Context: an optimization exercise on an open-source flow, tuned for small area. The choices shown serve that exercise and are no tape-out recipe. In this exercise RTL edits were held to simulation tests only and were not proved equivalent to the original. Power and IR drop assume default switching activity.

==> flow/design.v <==
module dist_feed #(
    parameter int DW     = 64,
    parameter int QDEPTH = 4
) (
    input  logic          clk,
    input  logic          rst,
    input  logic          sv_wr_en,
    input  logic [2:0]    sv_wr_idx,
    input  logic [DW-1:0] sv_wr_data,
    input  logic          sv_commit,
    input  logic          q_valid,
    input  logic [DW-1:0] q_data,
    output logic          q_ready,
    output logic [DW-1:0] query,
    output logic [DW-1:0] search_0,
    output logic [DW-1:0] search_1,
    output logic [DW-1:0] search_2,
    output logic [DW-1:0] search_3,
    output logic [DW-1:0] search_4,
    output logic [DW-1:0] search_5,
    output logic [DW-1:0] search_6,
    output logic [DW-1:0] search_7,
    output logic          in_valid,
    output logic          commit_err,
    output logic [15:0]   q_count
);
    localparam int AW = $clog2(QDEPTH);
    typedef enum logic {IDLE, RUN} state_t;
    state_t state, state_nxt;
    logic [DW-1:0] shadow   [8];
    logic [DW-1:0] active   [8];
    logic [DW-1:0] srch     [8];
    logic [DW-1:0] fifo_mem [QDEPTH];
    logic [7:0]    mask, mask_wr;
    logic [AW-1:0] wr_ptr, rd_ptr;
    logic [AW:0]   fifo_count;
    logic          bank_ok, commit_ok, push, pop;
    always_comb begin
        mask_wr   = mask | (sv_wr_en ? (8'h01 << sv_wr_idx) : 8'h00);
        commit_ok = sv_commit && (mask_wr == 8'hFF);
        q_ready   = fifo_count < (AW+1)'(QDEPTH);
        push      = q_valid && q_ready;
        pop       = bank_ok && (fifo_count != '0);
    end
    always_ff @(posedge clk or negedge rst) begin
        if (!rst) state <= IDLE;
        else      state <= state_nxt;
    end
    always_comb begin
        state_nxt = state;
        bank_ok   = 1'b0;
        case (state)
            IDLE: if (commit_ok) state_nxt = RUN;
            RUN:  bank_ok = 1'b1;
            default: state_nxt = IDLE;
        endcase
    end
    always_ff @(posedge clk or negedge rst) begin
        if (!rst) begin
            mask       <= 8'h00;
            commit_err <= 1'b0;
            for (int k = 0; k < 8; k++) begin
                shadow[k] <= '0;
                active[k] <= '0;
            end
        end else begin
            if (sv_wr_en) shadow[sv_wr_idx] <= sv_wr_data;
            if (commit_ok) begin
                mask <= 8'h00;
                for (int k = 0; k < 8; k++)
                    active[k] <= (sv_wr_en && sv_wr_idx == 3'(k)) ? sv_wr_data : shadow[k];
            end else begin
                mask <= mask_wr;
                if (sv_commit) commit_err <= 1'b1;
            end
        end
    end
    always_ff @(posedge clk) begin
        if (push) fifo_mem[wr_ptr] <= q_data;
    end
    always_ff @(posedge clk or negedge rst) begin
        if (!rst) begin
            wr_ptr     <= '0;
            rd_ptr     <= '0;
            fifo_count <= '0;
        end else begin
            if (push) wr_ptr <= wr_ptr + 1'b1;
            if (pop)  rd_ptr <= rd_ptr + 1'b1;
            case ({push, pop})
                2'b10:   fifo_count <= fifo_count + 1'b1;
                2'b01:   fifo_count <= fifo_count - 1'b1;
                default: fifo_count <= fifo_count;
            endcase
        end
    end
    always_ff @(posedge clk or negedge rst) begin
        if (!rst) begin
            in_valid <= 1'b0;
            query    <= '0;
            for (int k = 0; k < 8; k++) srch[k] <= '0;
        end else begin
            in_valid <= pop;
            if (pop) begin
                query <= fifo_mem[rd_ptr];
                for (int k = 0; k < 8; k++) srch[k] <= active[k];
            end
        end
    end
    assign search_0 = srch[0];
    assign search_1 = srch[1];
    assign search_2 = srch[2];
    assign search_3 = srch[3];
    assign search_4 = srch[4];
    assign search_5 = srch[5];
    assign search_6 = srch[6];
    assign search_7 = srch[7];
    logic [15:0] cnt;
    always_ff @(posedge clk or negedge rst) begin
        if (!rst)                            cnt <= 16'h0000;
        else if (in_valid && cnt != 16'hFFFF) cnt <= cnt + 16'h0001;
    end
    assign q_count = cnt;
endmodule
==> flow/run.sh <==
#!/bin/bash
# synth_recipe.tcl (not shown) runs the flow's synth.tcl, then flattens the netlist and writes it again
# the make line also repeats each setting of config.mk as NAME=value (left out here)
make -C /OpenROAD-flow-scripts/flow DESIGN_CONFIG=/design/flow/config.mk WORK_HOME=/design/flow/orfs CLKGATE_MAP_FILE= SYNTH_SCRIPT=/design/flow/synth_recipe.tcl finish
==> flow/config.mk <==
export PLATFORM = sky130hd
export DESIGN_NAME = dist_feed
export DESIGN_NICKNAME = dist_feed
export VERILOG_FILES = /design/flow/design.v
export SDC_FILE = /design/flow/constraint.sdc
export NUM_CORES = 4
export LEC_CHECK = 0
export CAP_MARGIN = 20
export CORE_MARGIN = 2
export CORE_UTILIZATION = 40
export SLEW_MARGIN = 20
==> flow/constraint.sdc <==
create_clock -name core_clock -period 5.0 [get_ports {clk}]
set_input_delay 1.0000 -clock core_clock [delete_from_list [all_inputs] [get_ports {clk}]]
set_output_delay 1.0000 -clock core_clock [all_outputs]
set_load 0.01 [all_outputs]
==> results by group, run 1 <==
Outcome
  • Run status: no timing/DRC/antenna violations

Synth
  • Synth warn: 4
  • Cell taking the most area after synthesis: dfrtp_1
  • Asr flop ratio synth: 0.865
  • Post-Synth Adder-Cell Area: 0.00131
  • Syn Nets: approximately 5200
  • Yosys top cell area share: 0.564
  • Xor/xnor cell area share of the yosys netlist: 0.00254
  • Synthesis-stage register bit count: around 1900
  • Synthesized area: approximately 72000 um2
  • Synth area leaders: dfrtp_1 56%, edfxtp_1 11%, mux2_4 9.3%
  • Largest family of logic cells by synthesized area: multiplexers
  • Sequential fraction of the synthesis area: 0.671
  • Post-synthesis mux area share: 0.203
  • Distinct cells, synth: 38
  • EDFF count, synth: ~260
  • Top FF cell, synth: dfrtp_1
  • Post-Syn Instances: 5092
  • Most frequent cell after synthesis: nand2_1
  • Synth Area in Simple Gates: 0.0940
  • Synth Area in Compound Gates: 0.00157
  • Syn Area/Cell: around 14 um2
  • Commonest cells post-synth: 1739 x nand2_1, 1634 x dfrtp_1, 495 x mux2_2

Floorplanning
  • Die X: 430 um
  • Std-Cell Rows: approximately 160
  • Starting density of the core: 0.402
  • Die Area: ~180000 um2
  • Die height: 430 um
  • Ports: approximately 730
  • Core area: ~180000 um2

Pwr
  • Static Leak: 40.4 nW
  • Final Total Pwr: between 50 and 60 mW
  • VDD IR max: 0.621 mV
  • PwrDens: about 630 nW/um2

Clock tree
  • Buffer count from post-CTS setup fixing: 0
  • Cts repair resizes: 0
  • Clk Latency, worst-skew pair: roughly 0.84 ns
  • Root Driver: clkbuf_16
  • CTS max path bufs: 3
  • H-tree Lvls: 4
  • Sink Count: ~1900
  • Post-CTS Hold Buffers: 0
  • CTS tree: done
  • CTS Buf Count: around 190
  • Clock transition at the registers of the reported paths: ~0.06 ns

Timing
  • Tmin final: about 3.4 ns
  • Fin crit share: 0.679
  • Setup violations, final: 0
  • Unrepaired setup endpoints after global routing: no
  • Final WS setup: 1.61 ns
  • Worst-margin pin slew: roughly 1.0 ns
  • Post-route setup TNS: 0 ns
  • Hold Fails Final Rpt: 0
  • Slew HR: 0.301
  • Fmax: a little under 300 MHz
  • Final hold slack: between 0.15 and 0.2 ns
  • Clock Skews: approximately 0.03 ns
  • Fin. max-slew vios: 0

Critical path
  • Worst setup path startpoint: sv_wr_idx[1]
  • R2r endpoint: srch[7][56]
  • R2r setup slk: around 2.2 ns
  • Crit. End Element: flip-flop
  • Worst setup path endpoint: active[7][22]
  • R2R cell count: 5
  • Startpoint Class: input port
  • Worst Path Required: about 5.7 ns
  • CP Class: input port to flip-flop
  • CP dominant cell by count: buf_12
  • CP Cell Sequence: clkdlybuf4s50_1 -> inv_1 -> o31ai_2 -> nand2_1 -> nor4b_4 -> buf_12 -> buf_12 -> mux2_2
  • RR Startpoint: fifo_count[0]
  • Worst EP arrival: between 4 and 5 ns
  • CP Max Fanout: 70
  • Slowest CP cell: clkdlybuf4s50_1
  • Largest stage delay on the critical path: 0.72 ns

Placement
  • Placed cell area: 81900 um2
  • Gpl congestion: 0.789
  • I/O Buffers: 730
  • Dpl ws: about 0.80 ns
  • Detailed placer's ending HPWL: 116 mm

Final layout
  • Multi-input gate area: approximately 22000 um2
  • Fillers: 15700
  • Layout cell share with drive strength beyond 1: 0.233
  • Register area: between 40000 and 50000 um2
  • Fin area: approximately 88000 um2
  • Nets: between 5000 and 6000
  • Area grow syn2layout: 21.8%

Drt
  • Via Count: slightly above 40000
  • Via density: just under 5
  • DRT Pass-1 Iters: 5
  • Number of DRC markers in iteration 0: around 2700
  • Drt wl/cell: 22.0 um
  • Detail Route Antenna Nets: 0
  • Final WL: roughly 180 mm
  • # DRC: 0

Hold path
  • Worst hold-check path type: input port to asynchronous set/reset pin

Run
  • Max-cap violations: 0

Global route
  • First-pass GRT wire length: 281 mm
  • Overflow after GRT: 0
  • Total GRT Usage: 0.200
  • Initial antenna violation count: 12
  • Vias in the first global route: 43300
  • Largest net degree at the start of global routing: ~180
[final cells by class]
| class | instances | area share |
|---|---|---|
| Multi-Input combinational cell | 2926 | 0.249 |
| Timing Repair Buffer | 806 | 0.0938 |
| Sequential cell | 1890 | 0.550 |
| Inverter | 16 | 0.000765 |
| Clock inverter | 59 | 0.00816 |
| Tap cell | 2370 | 0.0336 |
| Antenna cell | 7 | 0.000198 |
| Clock buffer | 296 | 0.0642 |
[metal layers]
layer / GRT usage / vias up / part of all wire
li1: - / 18500 / -
met1: 0.263 / 21400 / 0.43
met2: 0.325 / 848 / 0.48
met3: 0.0462 / 272 / 0.053
met4: 0.0677 / 8 / 0.033
met5: 0 / - / 0.00029
[metrics by stage]
stage,std cells,util
2_1_floorplan,5092,-
3_3_place_gp,8008,0.454
3_5_place_dp,8008,0.454
4_1_cts,8363,0.489
5_1_grt,8368,0.489
6_report,8370,0.489
[state kept, by name, summed over array words and instances (netlist names)]
name,flops
mask,8
shadow,512
rd_ptr,2
cnt,16
in_valid,1
active,512
state,1
srch,512
query,64
commit_err,1
fifo_mem,256
fifo_count,3
wr_ptr,2
[power by group]
group	internal, mW	leakage, nW	switching (mW)
Sequential	20.6	22.8	3.10
Combinational	8.44	14.4	8.65
Clock	8.27	3.11	6.15
[logic make-up (layout without fill, tap and decap cells)]
group / after synthesis / after routing
other: 0 / 7
xor gates and xnor gates: 21 / 21
and+or+nand+nor: 1790 / 1790
muxes: 1092 / 1092
buffers and inverters: 276 / 1177
DFF: 1890 / 1890
AOI/OAI and AO/OA: 16 / 16
adders and majority gates: 7 / 7
[critical path, delay by kind of cell]
family	cells	cell delay, ns
buf+inv	4	1.70
compound gates	1	0.31
mux	1	0.40
simple gates	2	0.56
[layout by cell type, fill, tap and decap left out, types with 5 or more instances in the layout]
cell	instances
inv_1	15
nand4_1	5
xnor2_1	15
diode_2	7
xor2_1	6
mux2_1	81
bufinv_16	8
clkinvlp_4	6
clkinv_2	20
mux2_4	449
inv_6	7
clkbuf_16	193
dfrtp_1	1632
buf_4	45
nand2_1	1739
mux2_2	495
clkinv_1	5
nand3_1	8
clkbuf_1	58
buf_12	31
ha_1	6
clkdlybuf4s50_1	729
clkbuf_8	45
edfxtp_1	256
mux4_2	64
nor2_1	15
[how the worst min path moves through the flow]
stage	startpoint	end	slack, ns	cells past startpoint
after floorplan	active[2][0]	srch[2][0]	0.43	2
after global placement	active[5][50]	srch[5][50]	0.45	2
after detailed placement	active[5][50]	srch[5][50]	0.45	2
after CTS	rst	active[0][18]	0.12	1
after global routing	rst	active[0][18]	0.17	1
final	rst	active[0][18]	0.18	1
==> inputs of run 2 (changes only) <==
==> flow/design.v (replaced) <==
module dist_feed #(
    parameter int DW     = 64,
    parameter int QDEPTH = 4
) (
    input  logic          clk,
    input  logic          rst,
    input  logic          sv_wr_en,
    input  logic [2:0]    sv_wr_idx,
    input  logic [DW-1:0] sv_wr_data,
    input  logic          sv_commit,
    input  logic          q_valid,
    input  logic [DW-1:0] q_data,
    output logic          q_ready,
    output logic [DW-1:0] query,
    output logic [DW-1:0] search_0,
    output logic [DW-1:0] search_1,
    output logic [DW-1:0] search_2,
    output logic [DW-1:0] search_3,
    output logic [DW-1:0] search_4,
    output logic [DW-1:0] search_5,
    output logic [DW-1:0] search_6,
    output logic [DW-1:0] search_7,
    output logic          in_valid,
    output logic          commit_err,
    output logic [15:0]   q_count
);
    logic [DW-1:0] shadow   [8];
    logic [DW-1:0] active   [8];
    logic [DW-1:0] fifo_mem [4];
    logic [7:0]    mask, wr_sel, mask_wr;
    logic [1:0]    wr_ptr, rd_ptr, last_ptr;
    logic [2:0]    fifo_count;
    logic          running, pending, commit_ok, push, pop;
    always_comb begin
        wr_sel    = sv_wr_en ? (8'h01 << sv_wr_idx) : 8'h00;
        mask_wr   = mask | wr_sel;
        commit_ok = sv_commit && (mask_wr == 8'hFF);
        q_ready   = !fifo_count[2];
        push      = q_valid && q_ready;
        pop       = running && (fifo_count != 3'd0);
    end
    always_ff @(posedge clk or negedge rst) begin
        if (!rst) begin
            running    <= 1'b0;
            mask       <= 8'h00;
            commit_err <= 1'b0;
        end else begin
            if (commit_ok) begin
                running <= 1'b1;
                mask    <= 8'h00;
            end else begin
                mask <= mask_wr;
                if (sv_commit) commit_err <= 1'b1;
            end
        end
    end
    always_ff @(posedge clk) begin
        pending <= commit_ok;
    end
    always_ff @(posedge clk) begin
        for (int k = 0; k < 8; k++) begin
            if (wr_sel[k]) shadow[k] <= sv_wr_data;
            if (pending)   active[k] <= shadow[k];
        end
    end
    always_ff @(posedge clk) begin
        if (push) fifo_mem[wr_ptr] <= q_data;
    end
    always_ff @(posedge clk or negedge rst) begin
        if (!rst) begin
            wr_ptr     <= '0;
            rd_ptr     <= '0;
            fifo_count <= '0;
            in_valid   <= 1'b0;
        end else begin
            in_valid <= pop;
            if (push) wr_ptr <= wr_ptr + 1'b1;
            if (pop)  rd_ptr <= rd_ptr + 1'b1;
            case ({push, pop})
                2'b10:   fifo_count <= fifo_count + 1'b1;
                2'b01:   fifo_count <= fifo_count - 1'b1;
                default: fifo_count <= fifo_count;
            endcase
        end
    end
    assign last_ptr = rd_ptr - 1'b1;
    assign query    = fifo_mem[last_ptr];
    assign search_0 = active[0];
    assign search_1 = active[1];
    assign search_2 = active[2];
    assign search_3 = active[3];
    assign search_4 = active[4];
    assign search_5 = active[5];
    assign search_6 = active[6];
    assign search_7 = active[7];
    logic [15:0] cnt;
    always_ff @(posedge clk or negedge rst) begin
        if (!rst)                             cnt <= 16'h0000;
        else if (in_valid && cnt != 16'hFFFF) cnt <= cnt + 16'h0001;
    end
    assign q_count = cnt;
endmodule
==> results by group, run 2 <==
Clock tree
  • Clock transition at the registers of the reported paths: 0.06 ns (about the same)
  • Buffer count from post-CTS setup fixing: 0 (unchanged)
  • Cts repair resizes: 0 (unchanged)
  • CTS tree: done
  • CTS Buf Count: 133 (-31%)
  • Sink Count: 1315 (-30%)
  • Post-CTS Hold Buffers: 0 (unchanged)
  • Root Driver: clkbuf_16
  • H-tree Lvls: 4 (unchanged)
  • Clk Latency, worst-skew pair: 0.74 ns (-0.10 ns)
  • CTS max path bufs: 3 (unchanged)

Global route
  • Initial antenna violation count: 12 (unchanged)
  • First-pass GRT wire length: 142 mm (-50%)
  • Vias in the first global route: 18900 (-56%)
  • Total GRT Usage: 0.187 (-0.0123)
  • Largest net degree at the start of global routing: 137 (-25%)
  • Overflow after GRT: 0 (unchanged)

Placement
  • Placed cell area: 51200 um2 (-37%)
  • Detailed placer's ending HPWL: 68.9 mm (-41%)
  • I/O Buffers: 730 (unchanged)
  • Inst Count DP: 3654 (-54%)
  • Gpl congestion: 0.819 (+3.7%)
  • Dpl ws: 1.48 ns (+0.689 ns)

Timing
  • Fin crit share: 0.819 (+0.140)
  • Clock Skews: 0.0349 ns (+0.00453 ns)
  • Post-route setup TNS: 0 ns (unchanged)
  • Hold Fails Final Rpt: 0 (unchanged)
  • Final hold slack: 0.405 ns (+0.226 ns)
  • Worst-margin pin slew: 1.04 ns (-0.0123 ns)
  • Unrepaired setup endpoints after global routing: no
  • Setup violations, final: 0 (unchanged)
  • Fin. max-slew vios: 0 (unchanged)
  • Fmax: 244 MHz (-17%)
  • Final WS setup: 0.907 ns (-0.699 ns)
  • Slew HR: 0.308 (+0.00655)
  • Tmin final: 4.09 ns (+0.699 ns)

Critical path
  • Crit. End Element: primary output
  • Worst setup path startpoint: rd_ptr[0]
  • CP Class: flip-flop to primary output
  • Worst setup path endpoint: query[36]
  • R2r setup slk: 2.86 ns (+0.64 ns)
  • RR Startpoint: fifo_count[2]
  • Worst Path Required: 4.00 ns (-1.70 ns)
  • R2r endpoint: fifo_mem[0][0]
  • R2R cell count: 3 (-2)
  • CP Max Fanout: 34 (-51%)
  • Startpoint Class: flip-flop
  • Worst EP arrival: 3.09 ns (-1.00 ns)

Floorplanning
  • Die height: 327 um (-24%)
  • Die Area: 107000 um2 (-42%)
  • Starting density of the core: 0.403 (+0.00132)
  • Std-Cell Rows: 118 (-24%)
  • Die X: 327 um (-24%)
  • Ports: 731 (unchanged)
  • Core area: 103000 um2 (-43%)

Final layout
  • Fin area: 55600 um2 (-37%)
  • Commonest non-fill, non-tap cells in the layout: 1280 x edfxtp_1, 730 x clkdlybuf4s50_1, 138 x clkbuf_16, 64 x mux4_2, 32 x dfrtp_1
  • Layout Cells excl Fill: 3899 (-53%)
  • Nets: 2552 (-57%)
  • Layout cell share with drive strength beyond 1: 0.124 (-0.109)
  • Final Util: 0.537 (+0.0478)
  • Most common cell after layout, fill and taps aside: edfxtp_1
  • Largest regs: active (512), shadow (512), fifo_mem (256)
  • Area grow syn2layout: 33.3%

Pwr
  • VDD IR max: 0.371 mV (-40%)
  • Static Leak: 18.0 nW (-55%)
  • Final Total Pwr: 27.2 mW (-51%)
  • PwrDens: 489 nW/um2 (-22%)

Hold path
  • WHS Path Cells: 0
  • Worst hold-check path type: flip-flop to flip-flop

Drt
  • Drt wl/cell: 25.9 um (+18%)
  • Number of DRC markers in iteration 0: 1640 (-40%)
  • Via Count: 18800 (-54%)
  • Via density: 4.81 (-1.7%)
  • # DRC: 0 (unchanged)
  • Detail Route Antenna Nets: 0 (unchanged)
  • Final WL: 101 mm (-45%)
  • DRT Pass-1 Iters: 5 (unchanged)

Synth
  • Cell taking the most area after synthesis: edfxtp_1
  • Syn Area/Cell: 27.3 um2 (+92%)
  • Asr flop ratio synth: 0.0259 (-0.839)
  • Synth area leaders: edfxtp_1 92%, mux4_2 3.5%, dfrtp_1 2.0%
  • Distinct cells, synth: 43 (+13%)
  • Synth warn: 3 (-1)
  • Sequential fraction of the synthesis area: 0.942 (+0.272)
  • Commonest cells post-synth: 1280 x edfxtp_1, 64 x mux4_2, 34 x dfrtp_1
  • Most frequent cell after synthesis: edfxtp_1
  • EDFF count, synth: 1280 (+400%)
  • Syn Nets: 1670 (-68%)
  • Yosys top cell area share: 0.922 (+0.357)
  • Synthesized area: 41700 um2 (-42%)
  • Synthesis-stage register bit count: 1315 (-30%)
  • Post-Syn Instances: 1527 (-70%)
  • Top FF cell, synth: edfxtp_1

Run
  • Max-cap violations: 0 (unchanged)

Outcome
  • Run status: no timing/DRC/antenna violations
[run 2: cell types whose count changed in the layout (fill, tap and decap cells not counted), sizes merged, moves of 4 or more]
cell / previous run / this run
clkbuf: 296 / 166
xnor2: 15 / 10
inv: 28 / 18
mux2: 1025 / 3
edfxtp: 256 / 1280
a2bb2oi: 0 / 7
nand2: 1739 / 11
buf: 77 / 36
a21oi: 4 / 8
clkinv: 33 / 49
dfrtp: 1634 / 34
bufinv: 8 / 13
[run 2: how the worst min path moves through the flow]
stage	start	endpoint	slack [ns]
2_1_floorplan	shadow[0][0]	active[0][0]	0.40
3_3_place_gp	shadow[1][53]	active[1][53]	0.40
3_5_place_dp	shadow[0][13]	active[0][13]	0.40
4_1_cts	shadow[6][42]	active[6][42]	0.41
5_1_grt	shadow[0][12]	active[0][12]	0.42
6_report	shadow[6][42]	active[6][42]	0.40
[run 2: kinds of logic after synthesis]
| group | count (synthesis) | synth area share |
|---|---|---|
| buffers and inverters | 30 | 0.00315 |
| and+or+nand+nor | 58 | 0.00726 |
| AOI/OAI and AO/OA | 32 | 0.00555 |
| xor gates and xnor gates | 13 | 0.00273 |
| adders and majority gates | 7 | 0.00228 |
| muxes | 72 | 0.0366 |
| DFF | 1315 | 0.942 |
[run 2: cell type report]
type | count | area [um2]
tap | 1380 | 1730
timing repair buffer | 766 | 7740
clock inverter | 75 | 851
multi-input combinational | 182 | 2340
inverter | 11 | 41.3
clock buffer | 166 | 3580
fill | 7770 | 47900
sequential | 1315 | 39300
antenna | 4 | 10.0
[run 2: power by group]
| group | total [mW] | switching (mW) | internal (mW) | leakage, nW |
|---|---|---|---|---|
| clock network | 9.89 | 4.08 | 5.81 | 2.14 |
| logic | 3.74 | 1.83 | 1.91 | 3.89 |
| registers | 13.6 | 0.467 | 13.1 | 12.0 |
[run 2: layer usage]
metal	vias to the layer above	GRT usage	routed length (um)
met3	136	0.0693	9470
met5	-	0	103
met4	14	0.0500	1860
met2	811	0.312	51000
met1	9751	0.232	38700
li1	8050	-	-
[run 2: worst max-delay path, stage by stage, from the launching register on]
cell and delay (ns):
dfrtp_4 0.86, buf_12 0.34, mux4_2 0.55, clkdlybuf4s50_1 0.53
==> inputs of run 3 (changes only) <==
--- a/flow/design.v
+++ b/flow/design.v
@@ -84,6 +84,12 @@
         end
     end
+    logic [3:0] last_sel;
     assign last_ptr = rd_ptr - 1'b1;
-    assign query    = fifo_mem[last_ptr];
+    assign last_sel = 4'b0001 << last_ptr;
+    always_comb begin
+        query = '0;
+        for (int i = 0; i < 4; i++)
+            query |= {DW{last_sel[i]}} & fifo_mem[i];
+    end
     assign search_0 = active[0];
     assign search_1 = active[1];
==> flow/flow/run.sh (new file) <==
#!/bin/bash
# Layout flow: the standard ORFS flow (standard.sh, standard synthesis unchanged) with
#  - port buffers made of buf_1 instead of the default clkdlybuf4s50_1,
#  - clock tree of clkbuf_8 leaves, 18 sinks per cluster, without dummy loads.
# Each port still gets its own buffer; clock period and constraints are the standard flow's.
set -euo pipefail
export BUFFER_PORTS_ARGS="-buffer_cell sky130_fd_sc_hd__buf_1"
export CTS_ARGS="-sink_clustering_enable -repair_clock_nets -dont_use_dummy_load -buf_list {sky130_fd_sc_hd__clkbuf_8} -sink_clustering_size 18 -sink_clustering_max_diameter 60"
bash standard.sh > standard.log 2>&1
==> flow/standard.sh (new file) <==
#!/bin/bash
# synth_recipe.tcl (not shown) runs the flow's synth.tcl, then flattens the netlist and writes it again
# the make line also repeats each setting of config.mk as NAME=value (left out here)
make -C /OpenROAD-flow-scripts/flow DESIGN_CONFIG=/design/flow/config.mk WORK_HOME=/design/flow/orfs CLKGATE_MAP_FILE= SYNTH_SCRIPT=/design/flow/synth_recipe.tcl "${@:-finish}"
--- a/flow/config.mk
+++ b/flow/config.mk
@@ -8,4 +8,4 @@
 export CAP_MARGIN = 20
 export CORE_MARGIN = 2
-export CORE_UTILIZATION = 40
+export CORE_UTILIZATION = 60
 export SLEW_MARGIN = 20
removed: flow/run.sh
==> results by group, run 3 <==
Synth
  • Syn Nets: 1830 (+9.6%)
  • Yosys top cell area share: 0.923 (+0.00183)
  • Asr flop ratio synth: 0.0259 (unchanged)
  • Commonest cells post-synth: 1280 x edfxtp_1, 128 x a22oi_1, 81 x nand2_1
  • Distinct cells, synth: 44 (+2.3%)
  • Synth area leaders: edfxtp_1 92%, a22oi_1 2.3%, dfrtp_1 2.0%
  • Syn Area/Cell: 24.7 um2 (-9.4%)
  • Sequential fraction of the synthesis area: 0.944 (+0.00187)
  • Post-Syn Instances: 1683 (+10%)
  • Most frequent cell after synthesis: edfxtp_1
  • Synthesized area: 41600 um2 (-0.20%)
  • EDFF count, synth: 1280 (unchanged)
  • Synth warn: 3 (unchanged)
  • Cell taking the most area after synthesis: edfxtp_1
  • Top FF cell, synth: edfxtp_1
  • Synthesis-stage register bit count: 1315 (unchanged)

Drt
  • DRT Pass-1 Iters: 5 (unchanged)
  • # DRC: 0 (unchanged)
  • Via density: 5.56 (+15%)
  • Final WL: 96.9 mm (-4.2%)
  • Drt wl/cell: 28.3 um (+9.2%)
  • Via Count: 19000 (+1.3%)
  • Number of DRC markers in iteration 0: 2266 (+38%)
  • Detail Route Antenna Nets: 0 (unchanged)

Critical path
  • Startpoint Class: flip-flop
  • CP Class: flip-flop to primary output
  • CP Max Fanout: 33 (-2.9%)
  • CP Cell Sequence: inv_1 -> ha_2 -> buf_4 -> a22oi_1 -> nand2_1 -> buf_1
  • Worst Path Required: 4.00 ns (about the same)
  • Largest stage delay on the critical path: 0.74 ns (-0.12 ns)
  • Crit. End Element: primary output
  • Top Family by Delay on Critical Path: buffers and inverters
  • Worst path buffer plus inverter count: 3 (+1)
  • Slowest CP cell: ha_2
  • Worst EP arrival: 2.99 ns (-0.10 ns)

Clock tree
  • Cts repair resizes: 0 (unchanged)
  • Root Driver: clkbuf_8
  • Clock transition at the registers of the reported paths: 0.10 ns (+0.04 ns)
  • CTS Buf Count: 84 (-37%)
  • Sink Count: 1315 (unchanged)
  • CTS max path bufs: 3 (unchanged)
  • Clk Latency, worst-skew pair: 0.68 ns (-0.06 ns)
  • Buffer count from post-CTS setup fixing: 0 (unchanged)
  • H-tree Lvls: 3 (-1)
  • CTS tree: done
  • Post-CTS Hold Buffers: 0 (unchanged)

Final layout
  • Largest regs: active (512), shadow (512), fifo_mem (256)
  • Nets: 2636 (+3.3%)
  • Commonest non-fill, non-tap cells in the layout: 1280 x edfxtp_1, 729 x buf_1, 128 x a22oi_1, 84 x clkbuf_8, 81 x nand2_1
  • Layout cell share with drive strength beyond 1: 0.0535 (-0.0706)
  • Area grow syn2layout: 12.7%
  • Fillers: 4404 (-43%)
  • Most common cell after layout, fill and taps aside: edfxtp_1

Timing
  • Slew HR: 0.349 (+0.0408)
  • Hold Fails Final Rpt: 0 (unchanged)
  • Post-route setup TNS: 0 ns (unchanged)
  • Setup violations, final: 0 (unchanged)
  • Fmax: 251 MHz (+2.7%)
  • Clock Skews: 0.0553 ns (+0.0204 ns)
  • Fin crit share: 0.797 (-0.0213)
  • Fin. max-slew vios: 0 (unchanged)
  • Unrepaired setup endpoints after global routing: no
  • Tmin final: 3.99 ns (-0.106 ns)
  • Worst-margin pin slew: 0.977 ns (-0.0588 ns)

Pwr
  • Final Total Pwr: 21.0 mW (-23%)
  • PwrDens: 448 nW/um2 (-8.4%)
  • VDD IR max: 0.336 mV (-9.6%)
  • Static Leak: 14.6 nW (-19%)

Global route
  • Initial antenna violation count: 9 (-3)
  • Vias in the first global route: 18500 (-2.0%)
  • First-pass GRT wire length: 133 mm (-6.1%)
  • Total GRT Usage: 0.268 (+0.0802)
  • Overflow after GRT: 0 (unchanged)
  • Largest net degree at the start of global routing: 164 (+20%)

Floorplanning
  • Die height: 267 um (-18%)
  • Core area: 68600 um2 (-34%)
  • Die Area: 71500 um2 (-33%)
  • Die X: 267 um (-18%)
  • Std-Cell Rows: 96 (-19%)
  • Starting density of the core: 0.607 (+0.204)
  • Ports: 731 (unchanged)

Placement
  • I/O Buffers: 730 (unchanged)
  • Gpl congestion: 0.853 (+4.1%)
  • Detailed placer's ending HPWL: 65.7 mm (-4.5%)

Outcome
  • Run status: no timing/DRC/antenna violations

Hold path
  • Worst hold-check path type: flip-flop to flip-flop

Run
  • Max-cap violations: 0 (unchanged)
run 3: worst paths after layout:
check,start,end,slack (ns),cells past startpoint
max in group asynchronous,rst,mask[3],4.02,1
min,shadow[4][53],active[4][53],0.37,0
min reg2reg,shadow[4][53],active[4][53],0.37,0
max reg2reg,fifo_count[2],fifo_mem[2][35],2.53,3
max,rd_ptr[1],query[55],1.01,6
min in group asynchronous,rst,cnt[12],0.41,1
run 3: cells by family (layout without fill, tap and decap cells):
group | after synthesis | count (layout) | synth area share
DFF | 1315 | 1315 | 0.944
AOI/OAI and AO/OA | 160 | 160 | 0.0287
and+or+nand+nor | 130 | 130 | 0.0142
buffers and inverters | 47 | 851 | 0.00454
xor gates and xnor gates | 12 | 12 | 0.00253
adders and majority gates | 11 | 11 | 0.00349
muxes | 8 | 8 | 0.00222
other | 0 | 3 | 0
run 3: power by group:
group          switching (mW)  internal [mW]  leakage, nW
combinational            2.27          0.849         1.97
sequential              0.353           13.1         12.0
clock                    2.95           1.52        0.604
total                    5.58           15.4         14.6
run 3: per-stage QoR:
stage	instances	worst slack, ns	hold WS, ns	cell area (um2)	util
floorplan	1683	0.434	0.400	41600	-
global placement	3334	1.76	0.400	45800	0.667
detailed placement	3334	1.70	0.405	45800	0.667
CTS	3418	0.944	0.361	46900	0.684
global route	3419	0.808	0.382	46900	0.684
finish	3421	1.01	0.373	46900	0.684
run 3: per-layer routing:
metal | global-route usage | wire, um
met1 | 0.331 | 35100
met2 | 0.447 | 49000
met3 | 0.0857 | 9250
met4 | 0.0988 | 3390
met5 | 0.00901 | 177
run 3: layout make-up:
type                            instances  area, um2  area share
Timing Repair Buffer                  754       3020      0.0644
Multi-Input combinational cell        321       2220      0.0473
Clock buffer                           84       1160      0.0246
Antenna cell                            3       7.51    0.000160
Tap cell                              931       1160      0.0248
Sequential cell                      1315      39300       0.838
Inverter                               13       48.8     0.00104
==> inputs of run 4 (changes only) <==
--- a/flow/design.v
+++ b/flow/design.v
@@ -29,7 +29,8 @@
     logic [DW-1:0] fifo_mem [4];
     logic [7:0]    mask, wr_sel, mask_wr;
-    logic [1:0]    wr_ptr, rd_ptr, last_ptr;
+    logic [1:0]    rd_ptr, last_ptr;
+    logic [3:0]    wr_oh, wr_oh_n, fifo_ld, fifo_hold;
     logic [2:0]    fifo_count;
-    logic          running, pending, commit_ok, push, pop;
+    logic          running, pending, pending_n, commit_ok, push, pop;
     always_comb begin
         wr_sel    = sv_wr_en ? (8'h01 << sv_wr_idx) : 8'h00;
@@ -56,18 +57,25 @@
     end
     always_ff @(posedge clk) begin
-        pending <= commit_ok;
+        pending   <= commit_ok;
+        pending_n <= !commit_ok;
     end
     always_ff @(posedge clk) begin
         for (int k = 0; k < 8; k++) begin
             if (wr_sel[k]) shadow[k] <= sv_wr_data;
-            if (pending)   active[k] <= shadow[k];
+            active[k] <= ({DW{pending}} & shadow[k]) | ({DW{pending_n}} & active[k]);
         end
     end
+    always_comb begin
+        fifo_ld   = {4{push}} & wr_oh;
+        fifo_hold = {4{!push}} | wr_oh_n;
+    end
     always_ff @(posedge clk) begin
-        if (push) fifo_mem[wr_ptr] <= q_data;
+        for (int i = 0; i < 4; i++)
+            fifo_mem[i] <= ({DW{fifo_ld[i]}} & q_data) | ({DW{fifo_hold[i]}} & fifo_mem[i]);
     end
     always_ff @(posedge clk or negedge rst) begin
         if (!rst) begin
-            wr_ptr     <= '0;
+            wr_oh      <= 4'b0001;
+            wr_oh_n    <= 4'b1110;
             rd_ptr     <= '0;
             fifo_count <= '0;
@@ -75,5 +83,8 @@
         end else begin
             in_valid <= pop;
-            if (push) wr_ptr <= wr_ptr + 1'b1;
+            if (push) begin
+                wr_oh   <= {wr_oh[2:0], wr_oh[3]};
+                wr_oh_n <= {wr_oh_n[2:0], wr_oh_n[3]};
+            end
             if (pop)  rd_ptr <= rd_ptr + 1'b1;
             case ({push, pop})
--- a/flow/config.mk
+++ b/flow/config.mk
@@ -6,6 +6,6 @@
 export NUM_CORES = 4
 export LEC_CHECK = 0
-export CAP_MARGIN = 20
+export CAP_MARGIN = 0
 export CORE_MARGIN = 2
 export CORE_UTILIZATION = 60
-export SLEW_MARGIN = 20
+export SLEW_MARGIN = 0
==> results by group, run 4 <==
Synth
  • Sequential fraction of the synthesis area: 0.766 (-0.178)
  • Most frequent cell after synthesis: dfxtp_1
  • Top FF cell, synth: dfxtp_1
  • EDFF count, synth: 512 (-60%)
  • Syn Area/Cell: 15.8 um2 (-36%)
  • Synth warn: 4 (+1)
  • Syn Nets: 2771 (+51%)
  • Synthesis-stage register bit count: 1322 (+0.53%)
  • Asr flop ratio synth: 0.0303 (+0.00440)
  • Cell taking the most area after synthesis: dfxtp_1
  • Yosys top cell area share: 0.371 (-0.552)
  • Synth area leaders: dfxtp_1 37%, edfxtp_1 37%, a22o_1 16%
  • Synthesized area: 41500 um2 (-0.26%)
  • Post-Syn Instances: 2628 (+56%)
  • Distinct cells, synth: 40 (-9.1%)
  • Commonest cells post-synth: 770 x dfxtp_1, 768 x a22o_1, 512 x edfxtp_1

Critical path
  • Startpoint Class: flip-flop
  • Worst EP arrival: 2.97 ns (-0.02 ns)
  • Largest stage delay on the critical path: 0.59 ns (-0.15 ns)
  • Top Family by Delay on Critical Path: buffers and inverters
  • Slowest CP cell: ha_2
  • Worst Path Required: 4.00 ns (about the same)
  • Crit. End Element: primary output
  • Worst path buffer plus inverter count: 3 (unchanged)
  • CP Cell Sequence: inv_1 -> ha_2 -> buf_4 -> a22oi_1 -> nand2_1 -> buf_1
  • R2R cell count: 6 (+3)
  • R2r endpoint: fifo_count[1]
  • CP Class: flip-flop to primary output
  • CP Max Fanout: 39 (+18%)
  • RR Startpoint: fifo_count[2]
  • R2r setup slk: 2.67 ns (+0.14 ns)

Floorplanning
  • Core area: 68600 um2 (unchanged)
  • Ports: 731 (unchanged)
  • Starting density of the core: 0.605 (-0.00157)
  • Die X: 267 um (-0.13%)
  • Std-Cell Rows: 96 (unchanged)
  • Die height: 267 um (-0.13%)
  • Die Area: 71300 um2 (-0.25%)

Placement
  • Gpl congestion: 0.837 (-1.8%)
  • I/O Buffers: 730 (unchanged)
  • Detailed placer's ending HPWL: 74.9 mm (+14%)

Pwr
  • PwrDens: 566 nW/um2 (+26%)
  • Final Total Pwr: 26.2 mW (+24%)
  • VDD IR max: 0.400 mV (+19%)
  • Static Leak: 17.5 nW (+20%)

Hold path
  • Worst hold-check path type: flip-flop to flip-flop
  • Hold path startpoint: shadow[5][11]
  • Min-Delay Endpoint: active[5][11]
  • WHS Path Cells: 1 (+1)

Timing
  • Slew HR: 0.233 (-0.116)
  • Post-route setup TNS: 0 ns (unchanged)
  • Fin crit share: 0.795 (-0.00228)
  • Unrepaired setup endpoints after global routing: no
  • Clock Skews: 0.0434 ns (-0.0119 ns)
  • Tmin final: 3.97 ns (-0.0114 ns)
  • Fin. max-slew vios: 0 (unchanged)
  • Worst-margin pin slew: 1.15 ns (+0.173 ns)
  • Hold Fails Final Rpt: 0 (unchanged)
  • Fmax: 252 MHz (+0.29%)
  • Setup violations, final: 0 (unchanged)

Outcome
  • Run status: no timing/DRC/antenna violations

Drt
  • Detail Route Antenna Nets: 0 (unchanged)
  • Final WL: 116 mm (+20%)
  • Via Count: 26000 (+37%)
  • Number of DRC markers in iteration 0: 2421 (+6.8%)
  • Via density: 6.19 (+11%)
  • DRT Pass-1 Iters: 6 (+1)
  • Drt wl/cell: 27.6 um (-2.5%)
  • # DRC: 0 (unchanged)

Clock tree
  • Root Driver: clkbuf_8
  • Post-CTS Hold Buffers: 0 (unchanged)
  • Clock transition at the registers of the reported paths: 0.11 ns (about the same)
  • Cts repair resizes: 0 (unchanged)
  • Sink Count: 1322 (+0.53%)
  • H-tree Lvls: 3 (unchanged)
  • CTS tree: done
  • CTS Buf Count: 84 (unchanged)
  • Clk Latency, worst-skew pair: 0.74 ns (+0.06 ns)
  • CTS max path bufs: 3 (unchanged)
  • Buffer count from post-CTS setup fixing: 0 (unchanged)

Final layout
  • Largest regs: active (512), shadow (512), fifo_mem (256)
  • Layout cell share with drive strength beyond 1: 0.0432 (-0.0103)
  • Nets: 3411 (+29%)
  • Area grow syn2layout: 11.3%
  • Commonest non-fill, non-tap cells in the layout: 768 x a22o_1, 768 x dfxtp_1, 729 x buf_1, 512 x edfxtp_1, 128 x a22oi_1

Global route
  • First-pass GRT wire length: 169 mm (+27%)
  • Initial antenna violation count: 11 (+2)
  • Largest net degree at the start of global routing: 232 (+41%)
  • Vias in the first global route: 25300 (+37%)
  • Total GRT Usage: 0.316 (+0.0485)
  • Overflow after GRT: 0 (unchanged)

Run
  • Max-cap violations: 0 (unchanged)
## run 4: worst reg2reg max path: stages (launching register included)
cell and delay [ns]:
dfrtp_1 0.43, o31ai_1 0.71, inv_1 0.18, ha_1 0.28
inv_1 0.08, fa_1 0.43, mux2i_1 0.14
## run 4: logic make-up (layout without fill, tap and decap cells)
kind of cell,after synthesis,in the layout,share of synthesized area
fa+ha+maj,7,7,0.00229
mux,6,6,0.00148
xor+xnor,18,18,0.00380
buf+inv,212,850,0.0210
compound gates,920,920,0.190
other cells,0,6,0
simple gates,143,143,0.0152
flops,1322,1322,0.766
## run 4: per-layer routing
layer / routed length (um) / GRT usage / up-vias
met5: 69 / 0 / -
met4: 5190 / 0.132 / 10
met3: 10700 / 0.105 / 231
met2: 54700 / 0.501 / 1013
met1: 45400 / 0.402 / 13300
li1: - / - / 11400
## run 4: final cells by class
class                      instances  area (um2)
sequential                      1322       31800
timing repair buffer             756        3050
tap                              931        1160
multi-input combinational       1094        8990
fill                            5009       22400
antenna                            6        15.0
clock buffer                      84        1160
inverter                          10        37.5
## run 4: worst max path at each step
stage | end | cells after the start | startpoint | slack (ns)
CTS | query[11] | 6 | rd_ptr[1] | 1.00
global route | query[15] | 6 | rd_ptr[1] | 0.89
detailed placement | query[11] | 6 | rd_ptr[1] | 1.79
finish | query[11] | 6 | rd_ptr[1] | 1.03
global placement | query[10] | 6 | rd_ptr[1] | 1.86
floorplan | shadow[1][0] | 3 | sv_wr_idx[2] | 0.42
## run 4: power by group
group	switching [mW]	internal (mW)	total [mW]
clock	3.08	1.52	4.60
combinational	4.51	2.37	6.88
sequential	1.34	13.4	14.7
total	8.93	17.2	26.2
## run 4: per-stage QoR
step | hold WS (ns) | utilization | worst slack (ns) | cell area [um2] | std cells
after floorplan | 0.428 | - | 0.424 | 41500 | 2628
after global placement | 0.450 | 0.657 | 1.86 | 45000 | 4113
after detailed placement | 0.451 | 0.657 | 1.79 | 45000 | 4113
after CTS | 0.469 | 0.674 | 1.00 | 46200 | 4197
after global routing | 0.480 | 0.674 | 0.891 | 46200 | 4202
final | 0.466 | 0.674 | 1.03 | 46200 | 4203
==> inputs of run 5 (changes only) <==
--- a/flow/config.mk
+++ b/flow/config.mk
@@ -8,4 +8,5 @@
 export CAP_MARGIN = 0
 export CORE_MARGIN = 2
-export CORE_UTILIZATION = 60
+export CORE_UTILIZATION = 70
+export PLACE_DENSITY = 0.8
 export SLEW_MARGIN = 0
==> results by group, run 5 <==
Outcome
  • Run status: no timing/DRC/antenna violations

Clock tree
  • CTS tree: done
  • Sink Count: 1322 (unchanged)
  • Root Driver: clkbuf_8
  • Clk Latency, worst-skew pair: 0.70 ns (-0.04 ns)
  • CTS Buf Count: 83 (-1.2%)
  • CTS max path bufs: 3 (unchanged)
  • Buffer count from post-CTS setup fixing: 0 (unchanged)
  • Clock transition at the registers of the reported paths: 0.11 ns (about the same)
  • Post-CTS Hold Buffers: 0 (unchanged)
  • Cts repair resizes: 0 (unchanged)
  • H-tree Lvls: 3 (unchanged)

Pwr
  • VDD IR max: 0.454 mV (+14%)
  • Static Leak: 17.5 nW (+0.16%)
  • PwrDens: 564 nW/um2 (-0.44%)

Floorplanning
  • Die Area: 61300 um2 (-14%)
  • Die X: 248 um (-7.3%)
  • Ports: 731 (unchanged)
  • Die height: 248 um (-7.3%)
  • Core area: 58800 um2 (-14%)
  • Starting density of the core: 0.706 (+0.101)
  • Std-Cell Rows: 89 (-7.3%)

Timing
  • Tmin final: 3.95 ns (-0.0220 ns)
  • Hold Fails Final Rpt: 0 (unchanged)
  • Fmax: 253 MHz (+0.56%)
  • Setup violations, final: 0 (unchanged)
  • Fin crit share: 0.791 (-0.00440)
  • Slew HR: 0.245 (+0.0117)
  • Unrepaired setup endpoints after global routing: no
  • Clock Skews: 0.0432 ns (-0.000204 ns)
  • Worst-margin pin slew: 1.13 ns (-0.0175 ns)
  • Post-route setup TNS: 0 ns (unchanged)
  • Fin. max-slew vios: 0 (unchanged)

Synth
  • Top FF cell, synth: dfxtp_1
  • Synth warn: 4 (unchanged)
  • Distinct cells, synth: 40 (unchanged)
  • Asr flop ratio synth: 0.0303 (unchanged)
  • Syn Area/Cell: 15.8 um2 (unchanged)
  • EDFF count, synth: 512 (unchanged)
  • Post-Syn Instances: 2628 (unchanged)
  • Yosys top cell area share: 0.371 (unchanged)
  • Sequential fraction of the synthesis area: 0.766 (unchanged)
  • Syn Nets: 2771 (unchanged)
  • Cell taking the most area after synthesis: dfxtp_1
  • Commonest cells post-synth: 770 x dfxtp_1, 768 x a22o_1, 512 x edfxtp_1
  • Synthesis-stage register bit count: 1322 (unchanged)
  • Most frequent cell after synthesis: dfxtp_1
  • Synth area leaders: dfxtp_1 37%, edfxtp_1 37%, a22o_1 16%
  • Synthesized area: 41500 um2 (unchanged)

Drt
  • Drt wl/cell: 27.9 um (+1.0%)
  • DRT Pass-1 Iters: 5 (-1)
  • Via Count: 26700 (+2.5%)
  • Detail Route Antenna Nets: 0 (unchanged)
  • # DRC: 0 (unchanged)
  • Final WL: 113 mm (-2.4%)
  • Number of DRC markers in iteration 0: 2445 (+0.99%)
  • Via density: 6.57 (+6.1%)

Global route
  • Initial antenna violation count: 11 (unchanged)
  • Total GRT Usage: 0.359 (+0.0426)
  • Overflow after GRT: 0 (unchanged)
  • Largest net degree at the start of global routing: 210 (-9.5%)
  • First-pass GRT wire length: 163 mm (-3.3%)
  • Vias in the first global route: 25400 (+0.26%)

Final layout
  • Area grow syn2layout: 10.9%
  • Layout Cells excl Fill: 4061 (-3.4%)
  • Fillers: 3461 (-31%)
  • Layout cell share with drive strength beyond 1: 0.0455 (+0.00234)
  • Nets: 3419 (+0.23%)
  • Commonest non-fill, non-tap cells in the layout: 768 x a22o_1, 768 x dfxtp_1, 729 x buf_1, 512 x edfxtp_1, 128 x a22oi_1
  • Largest regs: active (512), shadow (512), fifo_mem (256)

Placement
  • Detailed placer's ending HPWL: 73.9 mm (-1.3%)
  • I/O Buffers: 730 (unchanged)
  • Gpl congestion: 0.900 (+7.5%)
  • Inst Count DP: 3964 (-3.6%)

Critical path
  • Startpoint Class: flip-flop
  • CP Cell Sequence: inv_1 -> ha_2 -> buf_4 -> a22oi_1 -> nand2_1 -> buf_1
  • CP Max Fanout: 40 (+2.6%)
  • CP Class: flip-flop to primary output
  • Slowest CP cell: ha_2
  • Worst EP arrival: 2.95 ns (-0.02 ns)
  • Largest stage delay on the critical path: 0.82 ns (+0.23 ns)
  • Crit. End Element: primary output
  • Top Family by Delay on Critical Path: adder cells
  • Worst Path Required: 4.00 ns (about the same)
  • Worst path buffer plus inverter count: 3 (unchanged)

Run
  • Max-cap violations: 0 (unchanged)

Hold path
  • Worst hold-check path type: flip-flop to flip-flop
run 5: cell counts after synthesis:
Identical to the previous run, type by type.
run 5: power breakdown:
| part | switching, mW | internal [mW] | leakage [nW] |
|---|---|---|---|
| logic | 4.33 | 2.37 | 5.44 |
| clock network | 3.03 | 1.50 | 0.597 |
| registers | 1.37 | 13.4 | 11.5 |
run 5: worst paths after layout:
kind                                    start               to  slack [ns]  depth (start not counted)
worst max-delay path                rd_ptr[0]        query[32]        1.05                          6
worst max register to register  fifo_count[2]  fifo_mem[1][39]        2.27                          4
worst min-delay path               wr_oh_n[2]       wr_oh_n[3]        0.45                          2
max in group asynchronous                 rst       commit_err        3.82                          1
min in group asynchronous                 rst           cnt[3]        0.48                          1
worst min register to register     wr_oh_n[2]       wr_oh_n[3]        0.45                          2
run 5: through the flow:
step           cell area [um2]  utilization  setup WS (ns)  total power [mW]  hold WS, ns
2_1_floorplan            41500            -          0.424              18.2        0.428
3_3_place_gp             44900        0.763           1.60              21.2        0.449
3_5_place_dp             44900        0.763           1.53              21.5        0.451
4_1_cts                  46000        0.783           1.02              25.9        0.444
5_1_grt                  46000        0.783          0.907              26.9        0.474
6_report                 46000        0.783           1.05              26.0        0.447
run 5: layout make-up:
cell class              count  area (um2)  area share
clock buffers              83        1140      0.0248
repair buffers            765        3120      0.0677
well taps                 773         967      0.0210
inverters                  10        37.5    0.000815
multi-input cells        1094        8950       0.194
diodes                     14        35.0    0.000761
flip-flops and latches   1322       31800       0.691
run 5: worst reg2reg max path: cells and delay by family (launching register included):
kind	cells	cell delay, ns
and+or+nand+nor	2	1.41
buffers and inverters	1	0.47
DFF	1	0.43
AOI/OAI and AO/OA	1	0.32
run 5: logic make-up (layout without fill, tap and decap cells):
| family | Yosys count | after routing | share of synthesized area |
|---|---|---|---|
| DFF | 1322 | 1322 | 0.766 |
| buffers and inverters | 212 | 858 | 0.0210 |
| and+or+nand+nor | 143 | 143 | 0.0152 |
| adders and majority gates | 7 | 7 | 0.00229 |
| xor gates and xnor gates | 18 | 18 | 0.00380 |
| AOI/OAI and AO/OA | 920 | 920 | 0.190 |
| other | 0 | 14 | 0 |
| muxes | 6 | 6 | 0.00148 |
run 5: metal layers:
| layer | part of all wire | GRT usage | vias to the layer above |
|---|---|---|---|
| li1 | - | - | 11400 |
| met1 | 0.37 | 0.471 | 13400 |
| met2 | 0.46 | 0.550 | 1519 |
| met3 | 0.11 | 0.0997 | 312 |
| met4 | 0.060 | 0.188 | 8 |
| met5 | 0.0012 | 0.0111 | - |
==> inputs of run 6 (changes only) <==
--- a/flow/config.mk
+++ b/flow/config.mk
@@ -6,7 +6,6 @@
 export NUM_CORES = 4
 export LEC_CHECK = 0
-export CAP_MARGIN = 0
+export CAP_MARGIN = 20
 export CORE_MARGIN = 2
-export CORE_UTILIZATION = 70
-export PLACE_DENSITY = 0.8
-export SLEW_MARGIN = 0
+export CORE_UTILIZATION = 60
+export SLEW_MARGIN = 20
==> results by group, run 6 <==
Synth
  • Synth area leaders: dfxtp_1 37%, edfxtp_1 37%, a22o_1 16%
  • Post-synthesis mux area share: 0.00148 (unchanged)
  • Synthesized area: 41500 um2 (unchanged)
  • Synthesis-stage register bit count: 1322 (unchanged)
  • Asr flop ratio synth: 0.0303 (unchanged)
  • Syn Nets: 2771 (unchanged)
  • Post-Synth Adder-Cell Area: 0.00229 (unchanged)
  • Synth Area in Simple Gates: 0.0152 (unchanged)
  • Synth Area in Compound Gates: 0.190 (unchanged)
  • Syn Area/Cell: 15.8 um2 (unchanged)
  • Post-Syn Instances: 2628 (unchanged)
  • Sequential fraction of the synthesis area: 0.766 (unchanged)
  • Cell taking the most area after synthesis: dfxtp_1
  • Largest family of logic cells by synthesized area: compound AO/OA/AOI/OAI gates
  • Yosys top cell area share: 0.371 (unchanged)
  • Synth warn: 4 (unchanged)
  • EDFF count, synth: 512 (unchanged)
  • Most frequent cell after synthesis: dfxtp_1
  • Xor/xnor cell area share of the yosys netlist: 0.00380 (unchanged)
  • Distinct cells, synth: 40 (unchanged)
  • Commonest cells post-synth: 770 x dfxtp_1, 768 x a22o_1, 512 x edfxtp_1
  • Top FF cell, synth: dfxtp_1

Global route
  • Overflow after GRT: 0 (unchanged)
  • Vias in the first global route: 25300 (-0.26%)
  • First-pass GRT wire length: 169 mm (+3.4%)
  • Initial antenna violation count: 11 (unchanged)
  • Largest net degree at the start of global routing: 232 (+10%)
  • Total GRT Usage: 0.316 (-0.0426)

Timing
  • Worst-margin pin slew: 1.12 ns (-0.00909 ns)
  • Tmin final: 3.99 ns (+0.0352 ns)
  • Unrepaired setup endpoints after global routing: no
  • Fmax: 251 MHz (-0.88%)
  • Fin. max-slew vios: 0 (unchanged)
  • Post-route setup TNS: 0 ns (unchanged)
  • Fin crit share: 0.798 (+0.00705)
  • Setup violations, final: 0 (unchanged)
  • Slew HR: 0.251 (+0.00606)
  • Clock Skews: 0.0439 ns (+0.000704 ns)
  • Hold Fails Final Rpt: 0 (unchanged)

Clock tree
  • Post-CTS Hold Buffers: 0 (unchanged)
  • Buffer count from post-CTS setup fixing: 0 (unchanged)
  • Cts repair resizes: 0 (unchanged)
  • Clk Latency, worst-skew pair: 0.74 ns (+0.04 ns)
  • CTS max path bufs: 3 (unchanged)
  • Clock transition at the registers of the reported paths: 0.11 ns (about the same)
  • Sink Count: 1322 (unchanged)
  • H-tree Lvls: 3 (unchanged)
  • Root Driver: clkbuf_8
  • CTS Buf Count: 84 (+1.2%)
  • CTS tree: done

Run
  • Max-cap violations: 0 (unchanged)

Pwr
  • VDD IR max: 0.400 mV (-12%)
  • Net Switching: 8.93 mW (+2.3%)
  • Internal: 17.2 mW (about the same)
  • PwrDens: 566 nW/um2 (+0.44%)
  • Switching Fraction: 0.341 (+0.00506)
  • Clk network pwr share: 0.176 (about the same)
  • Share of power burned in registers: 0.562 (-0.006)
  • Static Leak: 17.5 nW (-0.16%)
  • Share of total power in combinational logic: 0.263 (+0.005)

Final layout
  • Largest regs: active (512), shadow (512), fifo_mem (256)
  • Layout cell share with drive strength beyond 1: 0.0432 (-0.00234)
  • Nets: 3411 (-0.23%)
  • Commonest non-fill, non-tap cells in the layout: 768 x a22o_1, 768 x dfxtp_1, 729 x buf_1, 512 x edfxtp_1, 128 x a22oi_1
  • Layout Cells excl Fill: 4203 (+3.5%)
  • Area grow syn2layout: 11.3%
  • Fillers: 5010 (+45%)

Drt
  • Number of DRC markers in iteration 0: 2429 (-0.65%)
  • Via Count: 26000 (-2.4%)
  • Final WL: 116 mm (+2.4%)
  • Drt wl/cell: 27.6 um (-1.0%)
  • Detail Route Antenna Nets: 0 (unchanged)
  • DRT Pass-1 Iters: 5 (unchanged)
  • Via density: 6.20 (-5.7%)
  • # DRC: 0 (unchanged)

Floorplanning
  • Die height: 267 um (+7.9%)
  • Die X: 267 um (+7.9%)
  • Die Area: 71300 um2 (+16%)
  • Ports: 731 (unchanged)
  • Core area: 68600 um2 (+17%)
  • Std-Cell Rows: 96 (+7.9%)
  • Starting density of the core: 0.605 (-0.101)

Outcome
  • Run status: no timing/DRC/antenna violations

Critical path
  • Worst EP arrival: 2.99 ns (+0.04 ns)
  • Worst Path Required: 4.00 ns (about the same)
  • R2R cell count: 6 (+2)
  • CP Class: flip-flop to primary output
  • CP Max Fanout: 39 (-2.5%)
  • Crit. End Element: primary output
  • Startpoint Class: flip-flop

Placement
  • Gpl congestion: 0.837 (-7.0%)
  • Detailed placer's ending HPWL: 74.9 mm (+1.3%)
  • Inst Count DP: 4113 (+3.8%)
  • I/O Buffers: 730 (unchanged)

Hold path
  • Worst hold-check path type: input port to asynchronous set/reset pin
[run 6: cell counts after synthesis]
Identical to the previous run, type by type.
[run 6: cell type report]
| type | count | area (um2) | area share |
|---|---|---|---|
| multi-input combinational | 1094 | 8990 | 0.195 |
| inverter | 10 | 37.5 | 0.000812 |
| clock buffer | 84 | 1160 | 0.0250 |
| antenna | 6 | 15.0 | 0.000325 |
| timing repair buffer | 756 | 3050 | 0.0660 |
| tap | 931 | 1160 | 0.0252 |
| sequential | 1322 | 31800 | 0.688 |
[run 6: worst paths after layout]
check / start / end / slack [ns]
worst min-delay path: rst / in_valid / 0.29
worst min register to register: shadow[5][11] / active[5][11] / 0.47
max in group asynchronous: rst / wr_oh_n[2] / 4.30
min in group core_clock: shadow[5][11] / active[5][11] / 0.47
worst max-delay path: rd_ptr[1] / query[4] / 1.01
worst max register to register: fifo_count[2] / fifo_count[1] / 2.67
[run 6: power by group through the flow]
| stage | Clock [mW] | Combinational (mW) | Sequential, mW |
|---|---|---|---|
| global route | 5.04 | 7.23 | 14.9 |
| floorplan | 0 | 2.64 | 15.5 |
| detailed placement | 0 | 6.84 | 14.9 |
| CTS | 4.68 | 6.88 | 14.7 |
| global placement | 0 | 6.74 | 14.8 |
| finish | 4.60 | 6.88 | 14.7 |
[run 6: per-layer routing]
metal / up-vias / track usage / share of wire
met2: 974 / 0.501 / 0.47
met3: 239 / 0.105 / 0.089
met4: 10 / 0.132 / 0.045
li1: 11400 / - / -
met1: 13400 / 0.402 / 0.39
met5: - / 0 / 0.00059
[run 6: worst max-delay path: stages, from the launching register on]
cell,delay [ns]
dfrtp_1,0.47
inv_1,0.15
ha_2,0.59
buf_4,0.55
a22oi_1,0.18
nand2_1,0.10
buf_1,0.20
[run 6: kinds of logic (layout without fill, tap and decap cells)]
group | count (synthesis) | in the layout
flops | 1322 | 1322
compound gates | 920 | 920
buf+inv | 212 | 850
simple gates | 143 | 143
xor+xnor | 18 | 18
fa+ha+maj | 7 | 7
mux | 6 | 6
other cells | 0 | 6
[run 6: per-stage QoR]
| step | util | hold slack, ns | setup slack [ns] | total power [mW] | instance area, um2 |
|---|---|---|---|---|---|
| floorplan | - | 0.428 | 0.424 | 18.2 | 41500 |
| global placement | 0.657 | 0.450 | 1.86 | 21.6 | 45000 |
| detailed placement | 0.657 | 0.451 | 1.79 | 21.7 | 45000 |
| CTS | 0.674 | 0.469 | 1.00 | 26.2 | 46200 |
| global route | 0.674 | 0.282 | 0.891 | 27.2 | 46200 |
| finish | 0.674 | 0.293 | 1.01 | 26.2 | 46200 |
==> inputs of run 7 (changes only) <==
--- a/flow/design.v
+++ b/flow/design.v
@@ -29,8 +29,11 @@
     logic [DW-1:0] fifo_mem [4];
     logic [7:0]    mask, wr_sel, mask_wr;
-    logic [1:0]    rd_ptr, last_ptr;
-    logic [3:0]    wr_oh, wr_oh_n, fifo_ld, fifo_hold;
+    logic [1:0]    wr_ptr, rd_ptr, last_ptr;
     logic [2:0]    fifo_count;
-    logic          running, pending, pending_n, commit_ok, push, pop;
+    logic          running, pending, commit_ok, push, pop;
+    logic [3:0]    fifo_ld;
+    logic [DW-1:0] shadow_d [8];
+    logic [DW-1:0] active_d [8];
+    logic [DW-1:0] fifo_d   [4];
     always_comb begin
         wr_sel    = sv_wr_en ? (8'h01 << sv_wr_idx) : 8'h00;
@@ -57,25 +60,31 @@
     end
     always_ff @(posedge clk) begin
-        pending   <= commit_ok;
-        pending_n <= !commit_ok;
+        pending <= commit_ok;
+    end
+    assign fifo_ld = {4{push}} & (4'b0001 << wr_ptr);
+    for (genvar k = 0; k < 8; k++) begin : g_bank
+        dist_feed_hold #(.W(DW)) u_shadow (
+            .ld(wr_sel[k]), .hold(!wr_sel[k]), .d(sv_wr_data), .q(shadow[k]), .y(shadow_d[k])
+        );
+        dist_feed_hold #(.W(DW)) u_active (
+            .ld(pending), .hold(!pending), .d(shadow[k]), .q(active[k]), .y(active_d[k])
+        );
+    end
+    for (genvar i = 0; i < 4; i++) begin : g_fifo
+        dist_feed_hold #(.W(DW)) u_slot (
+            .ld(fifo_ld[i]), .hold(!fifo_ld[i]), .d(q_data), .q(fifo_mem[i]), .y(fifo_d[i])
+        );
     end
     always_ff @(posedge clk) begin
         for (int k = 0; k < 8; k++) begin
-            if (wr_sel[k]) shadow[k] <= sv_wr_data;
-            active[k] <= ({DW{pending}} & shadow[k]) | ({DW{pending_n}} & active[k]);
+            shadow[k] <= shadow_d[k];
+            active[k] <= active_d[k];
         end
-    end
-    always_comb begin
-        fifo_ld   = {4{push}} & wr_oh;
-        fifo_hold = {4{!push}} | wr_oh_n;
-    end
-    always_ff @(posedge clk) begin
         for (int i = 0; i < 4; i++)
-            fifo_mem[i] <= ({DW{fifo_ld[i]}} & q_data) | ({DW{fifo_hold[i]}} & fifo_mem[i]);
+            fifo_mem[i] <= fifo_d[i];
     end
     always_ff @(posedge clk or negedge rst) begin
         if (!rst) begin
-            wr_oh      <= 4'b0001;
-            wr_oh_n    <= 4'b1110;
+            wr_ptr     <= '0;
             rd_ptr     <= '0;
             fifo_count <= '0;
@@ -83,8 +92,5 @@
         end else begin
             in_valid <= pop;
-            if (push) begin
-                wr_oh   <= {wr_oh[2:0], wr_oh[3]};
-                wr_oh_n <= {wr_oh_n[2:0], wr_oh_n[3]};
-            end
+            if (push) wr_ptr <= wr_ptr + 1'b1;
             if (pop)  rd_ptr <= rd_ptr + 1'b1;
             case ({push, pop})
@@ -118,2 +124,13 @@
     assign q_count = cnt;
 endmodule
+module dist_feed_hold #(
+    parameter int W = 64
+) (
+    input  logic         ld,
+    input  logic         hold,
+    input  logic [W-1:0] d,
+    input  logic [W-1:0] q,
+    output logic [W-1:0] y
+);
+    assign y = ({W{ld}} & d) | ({W{hold}} & q);
+endmodule
--- a/flow/config.mk
+++ b/flow/config.mk
@@ -10,2 +10,3 @@
 export CORE_UTILIZATION = 60
 export SLEW_MARGIN = 20
+export SYNTH_HIERARCHICAL = 1
==> results by group, run 7 <==
Clock tree
  • CTS max path bufs: 3 (unchanged)
  • Sink Count: 1315 (-0.53%)
  • Root Driver: clkbuf_8
  • Buffer count from post-CTS setup fixing: 0 (unchanged)
  • CTS Buf Count: 87 (+3.6%)
  • Post-CTS Hold Buffers: 0 (unchanged)
  • Clk Latency, worst-skew pair: 0.72 ns (-0.02 ns)
  • Clock transition at the registers of the reported paths: 0.11 ns (about the same)
  • H-tree Lvls: 3 (unchanged)
  • Cts repair resizes: 0 (unchanged)
  • CTS tree: done

Timing
  • Unrepaired setup endpoints after global routing: no
  • Fin. max-slew vios: 0 (unchanged)
  • Slew HR: 0.232 (-0.0190)
  • Clock Skews: 0.0537 ns (+0.00982 ns)
  • Fin crit share: 0.767 (-0.0304)
  • Hold Fails Final Rpt: 0 (unchanged)
  • Post-route setup TNS: 0 ns (unchanged)
  • Worst-margin pin slew: 1.15 ns (+0.0285 ns)
  • Fmax: 261 MHz (+4.0%)
  • Tmin final: 3.84 ns (-0.152 ns)
  • Setup violations, final: 0 (unchanged)

Critical path
  • Top Family by Delay on Critical Path: adder cells
  • Worst setup path startpoint: rd_ptr[0]
  • Worst path buffer plus inverter count: 2 (-1)
  • Slowest CP cell: ha_4
  • CP Class: flip-flop to primary output
  • CP Max Fanout: 64 (+64%)
  • Crit. End Element: primary output
  • RR Startpoint: fifo_count[2]
  • Worst EP arrival: 2.84 ns (-0.15 ns)
  • Startpoint Class: flip-flop
  • CP Cell Sequence: inv_1 -> ha_4 -> a22oi_1 -> nand2_1 -> buf_1
  • Largest stage delay on the critical path: 0.78 ns (+0.19 ns)
  • Worst Path Required: 4.00 ns (about the same)

Synth
  • Sequential fraction of the synthesis area: 0.614 (-0.152)
  • Most frequent cell after synthesis: dfxtp_1
  • Synth area leaders: dfxtp_1 59%, a22o_1 26%, buf_6 7.3%
  • Yosys top cell area share: 0.594 (+0.223)
  • Synthesized area: 43100 um2 (+3.9%)
  • Asr flop ratio synth: 0.0259 (-0.00440)
  • Synthesis-stage register bit count: 1315 (-0.53%)
  • Cell taking the most area after synthesis: dfxtp_1
  • Post-Syn Instances: 3248 (+24%)
  • Distinct cells, synth: 39 (-2.5%)
  • Syn Area/Cell: 13.3 um2 (-16%)
  • Synth warn: 16 (+12)
  • Commonest cells post-synth: 1281 x dfxtp_1, 1280 x a22o_1, 281 x buf_6
  • Syn Nets: 3395 (+23%)
  • Top FF cell, synth: dfxtp_1
  • EDFF count, synth: 0 (-100%)

Pwr
  • PwrDens: 647 nW/um2 (+14%)
  • VDD IR max: 0.398 mV (-0.35%)
  • Static Leak: 19.6 nW (+12%)

Placement
  • Detailed placer's ending HPWL: 83.7 mm (+12%)
  • I/O Buffers: 730 (unchanged)
  • Inst Count DP: 4651 (+13%)
  • Gpl congestion: 0.853 (+1.8%)

Floorplanning
  • Core area: 71400 um2 (+4.0%)
  • Die Area: 74100 um2 (+3.9%)
  • Die X: 272 um (+1.9%)
  • Starting density of the core: 0.605 (-0.000699)
  • Ports: 731 (unchanged)
  • Std-Cell Rows: 98 (+2.1%)
  • Die height: 272 um (+1.9%)

Final layout
  • Nets: 3937 (+15%)
  • Commonest non-fill, non-tap cells in the layout: 1280 x a22o_1, 1280 x dfxtp_1, 729 x buf_1, 128 x a22oi_1, 87 x clkbuf_8
  • Register area: 26500 um2 (-17%)
  • Area grow syn2layout: 5.48%
  • Largest regs: active (512), shadow (512), fifo_mem (256)
  • Layout Cells excl Fill: 4745 (+13%)
  • Fillers: 5698 (+14%)
  • Layout cell share with drive strength beyond 1: 0.0417 (-0.00146)
  • Multi-input gate area: 13400 um2 (+49%)

Drt
  • DRT Pass-1 Iters: 7 (+2)
  • Drt wl/cell: 27.6 um (+0.15%)
  • Number of DRC markers in iteration 0: 2953 (+22%)
  • # DRC: 0 (unchanged)
  • Detail Route Antenna Nets: 0 (unchanged)
  • Via density: 6.51 (+5.1%)
  • Final WL: 131 mm (+13%)
  • Via Count: 30900 (+19%)

Hold path
  • Worst hold-check path type: input port to asynchronous set/reset pin

Global route
  • Total GRT Usage: 0.335 (+0.0190)
  • Overflow after GRT: 0 (unchanged)
  • Largest net degree at the start of global routing: 185 (-20%)
  • Vias in the first global route: 29300 (+16%)
  • Initial antenna violation count: 10 (-1)
  • First-pass GRT wire length: 192 mm (+14%)

Run
  • Max-cap violations: 0 (unchanged)

Outcome
  • Run status: no timing/DRC/antenna violations
[run 7: changes by cell type in the layout (fill, tap and decap cells not counted), sizes merged, moves of 9 or more]
cell    previous run  this run
inv                9        23
a22o             768      1280
edfxtp           512         0
buf              756       766
dfxtp            770      1281
nand2             92        83
[run 7: logic make-up (layout without fill, tap and decap cells)]
kind of cell             Yosys count  count (layout)  synth area share
adder cells (fa/ha/maj)           11              11           0.00336
multiplexers                       7               7           0.00180
AND/OR/NAND/NOR                  128             128            0.0132
buffers and inverters            341             881            0.0788
XOR/XNOR                          18              18           0.00365
AO/OA/AOI/OAI                   1428            1428             0.285
flip-flops                      1315            1315             0.614
other                              0               7                 0
[run 7: cell type report]
class	count	share of cell area
Sequential cell	1315	0.582
Multi-Input combinational cell	1592	0.294
Clock buffer	87	0.0263
Tap cell	950	0.0261
Inverter	27	0.00239
Antenna cell	7	0.000385
Timing Repair Buffer	767	0.0683
[run 7: path summary, 6_finish.rpt]
kind	cells after the start	end	slack (ns)
min in group core_clock	1	active[0][25]	0.47
hold / removal	1	mask[5]	0.43
max in group asynchronous	1	mask[1]	3.95
setup reg to reg	5	fifo_mem[0][24]	2.31
setup / recovery	5	query[18]	1.16
hold reg to reg	1	active[0][25]	0.47
[run 7: layer usage]
metal | vias to the layer above | GRT usage | part of all wire
li1 | 13500 | - | -
met1 | 15700 | 0.429 | 0.40
met2 | 1379 | 0.537 | 0.47
met3 | 308 | 0.0801 | 0.081
met4 | 10 | 0.158 | 0.052
met5 | - | 0 | 0.00054
[run 7: metrics by stage]
| stage | hold WS (ns) | area (um2) | power [mW] | utilization | setup slack (ns) |
|---|---|---|---|---|---|
| CTS | 0.413 | 45500 | 29.4 | 0.637 | 1.15 |
| global placement | 0.444 | 44300 | 24.4 | 0.621 | 1.54 |
| finish | 0.435 | 45500 | 29.4 | 0.638 | 1.16 |
| global route | 0.461 | 45500 | 30.8 | 0.638 | 1.05 |
| floorplan | 0.428 | 43100 | 21.3 | - | 2.61 |
| detailed placement | 0.449 | 44300 | 24.8 | 0.621 | 1.41 |
[run 7: power breakdown]
part           switching (mW)  leakage, nW  total, mW  internal [mW]
sequential               2.05         11.1       16.0           13.9
clock                    3.13        0.626       4.69           1.57
combinational            5.18         7.90       8.80           3.62
[run 7: worst register-to-register path, cell delays in order, from the launching register on]
cell      delay (ns)
dfrtp_1         0.42
nor2b_1         0.56
nand2_2         0.71
clkinv_1        0.22
buf_4           0.45
a22o_1          0.24

Setup slack of run 7, layout unchanged: 1.164 ns with ideal ports, 1.095 ns with driving cells assumed (clock clkbuf_16, inputs buf_2), 1.328 ns with port delays also shifted by the 0.764 ns mid clock arrival.
